Context: an optimization exercise on an open-source flow, tuned for small area and a short achievable clock period. The choices shown serve that exercise and are no tape-out recipe.
Only simulation tests tie the RTL to the original design; equivalence was not proved.

try-sierra:
// lockin_top
module lockin_top (
  input  wire                          alg_clk,
  input  wire                          alg_rst_n,
  input  wire                          search_end,
  input  wire                          pem_posedge,
  input  wire [16-1:0]   ref_dat,
  input  wire                          ref_dat_valid,
  input  wire [16-1:0]     wave_sine,
  input  wire [16-1:0]     wave_cosine,
  output wire                          wave_req,
  output wire [9-1:0]     wave_addr,
  output wire                          buf_refresh,
  output wire [40-1:0]      i_sum,
  output wire [40-1:0]      q_sum,
  output wire                          sum_valid
);
  logic                        synced;
  logic [16-1:0] mix_sample;
  logic                        mix_clear;
  logic                        mix_end;
  pem_frame_seq u_seq (
    .alg_clk        (alg_clk),
    .alg_rst_n      (alg_rst_n),
    .search_end     (search_end),
    .pem_posedge    (pem_posedge),
    .ref_dat_valid  (ref_dat_valid),
    .wave_req       (wave_req),
    .wave_addr      (wave_addr),
    .buf_refresh    (buf_refresh),
    .synced         (synced)
  );
  lockin_mixer u_mixer (
    .alg_clk        (alg_clk),
    .alg_rst_n      (alg_rst_n),
    .synced         (synced),
    .wave_req       (wave_req),
    .boundary       (buf_refresh),
    .ref_dat        (ref_dat),
    .mix_sample     (mix_sample),
    .mix_clear      (mix_clear),
    .mix_end        (mix_end)
  );
  frame_accum u_accum (
    .alg_clk        (alg_clk),
    .alg_rst_n      (alg_rst_n),
    .mix_sample     (mix_sample),
    .mix_clear      (mix_clear),
    .mix_end        (mix_end),
    .wave_sine      (wave_sine),       
    .wave_cosine    (wave_cosine),
    .i_sum          (i_sum),
    .q_sum          (q_sum),
    .sum_valid      (sum_valid)
  );
endmodule
For scale: ~2,200 cells after synthesis, ~320 flip-flops, ~150 I/O pins, roughly 24,000 um2 of cells after synthesis.
Settings: LEC_CHECK=0, ABC_CLOCK_PERIOD_IN_PS=3500, CAP_MARGIN=20, CORE_MARGIN=2, CORE_UTILIZATION=40, SETUP_SLACK_MARGIN=3.5, SLEW_MARGIN=20, SYNTH_HIERARCHICAL=1; clock period 7.0 ns.
run.sh (not shown) runs the stock make flow with config.mk's settings and CLKGATE_MAP_FILE= SYNTH_SCRIPT=/design/flow/synth_recipe.tcl, a recipe that flattens the netlist after the stock synthesis.
try-sierra: PASS, flow complete, no timing, DRC or antenna violations
Edits applied to the flow inputs when going from try-sierra to try-onyx:
--- a/flow/config.mk
+++ b/flow/config.mk
@@ -11,3 +11,3 @@
 export CORE_UTILIZATION = 40
-export SETUP_SLACK_MARGIN = 3.5
+export SETUP_SLACK_MARGIN = 3.7
 export SLEW_MARGIN = 20
Results
Termination of the worst setup path = wave_addr[7]: try-sierra; termination of the worst setup path = u_accum.u_chan_i.st[25]$_DFF_P_: try-onyx
Post-cts sizing count: try-onyx and try-sierra compared, higher one is try-onyx
First element of the critical path = u_accum.u_chan_i.mul_clear$_DFF_P_: try-onyx; first element of the critical path = pem_posedge: try-sierra
Delta (try-onyx minus try-sierra): area after detailed placement grew by 150 um2; total met3 wirelength after detailed routing up 11%; via count of the first global-routing pass has increased.
Cmp try-onyx and try-sierra / critical path depth / higher: try-onyx
NOTE: overall routing resource usage in try-onyx exceeds that of try-sierra
[inputs] try-delta vs try-onyx
--- a/flow/config.mk
+++ b/flow/config.mk
@@ -10,4 +10,4 @@
 export CORE_MARGIN = 2
-export CORE_UTILIZATION = 40
-export SETUP_SLACK_MARGIN = 3.7
+export CORE_UTILIZATION = 65
+export SETUP_SLACK_MARGIN = 3.5
 export SLEW_MARGIN = 20
Notes after the runs:
The final reports for try-delta and try-onyx show clock-buffer cell count lower in the former.
try-onyx -> try-delta: post-place instance area decreased by a few percent
Comparing count of inserted antenna diode cells for try-delta and try-onyx, the bigger number came from try-delta.
Final critical-path required period: try-delta > try-onyx
| setup slack of the most critical reg-to-reg path | try-delta vs try-onyx | ≈ equal |
Min footprint of the multi-input gates across try-delta and try-onyx: try-delta
In the route summary, try-delta ends up with a via count below that of try-onyx.
Re register share of the cell area: try-delta and try-onyx aren't equal, and the higher value belongs to try-delta.
| final standard cell area without fillers | higher: try-onyx |
Across both runs, floorplan die area was lower for try-delta than for try-onyx.
try-delta vs. try-onyx: global-route usage went up by 10 points.

[separate check: timing with driven ports]
Ports are ideal in the flow. The routed layouts listed here were re-timed in OpenROAD.
Step 1: set_driving_cell puts a clkbuf_16 on alg_clk and a buf_2 on each other input, an assumption about the parent block.
Step 2 adds t to the input delays and takes it off the output delays; t is the mean of the earliest and latest rising clock arrival at the registers after step 1. Input paths then give back, and output paths get back, about the clock's delay inside the block.
a / b / c = no drivers / after step 1 / after step 2; a / b = the first two.
| run | shift t [ns] | setup WS [ns] | latest minus earliest clock arrival (ns) | pins driven straight from the clock port |
|---|---|---|---|---|
| try-sierra | 0.629 | 3.525 / 3.492 / 3.492 | 0.027 / 0.027 | 1 |
| try-onyx | 0.630 | 3.537 / 3.537 / 3.537 | 0.032 / 0.032 | 1 |
| try-delta | 0.596 | 3.531 / 3.494 / 3.494 | 0.024 / 0.024 | 1 |
After both steps setup and hold are still met in every run listed. The setup slack of try-delta, which loses most, moves by -0.037 ns with the drivers and by -0.037 ns with both steps.
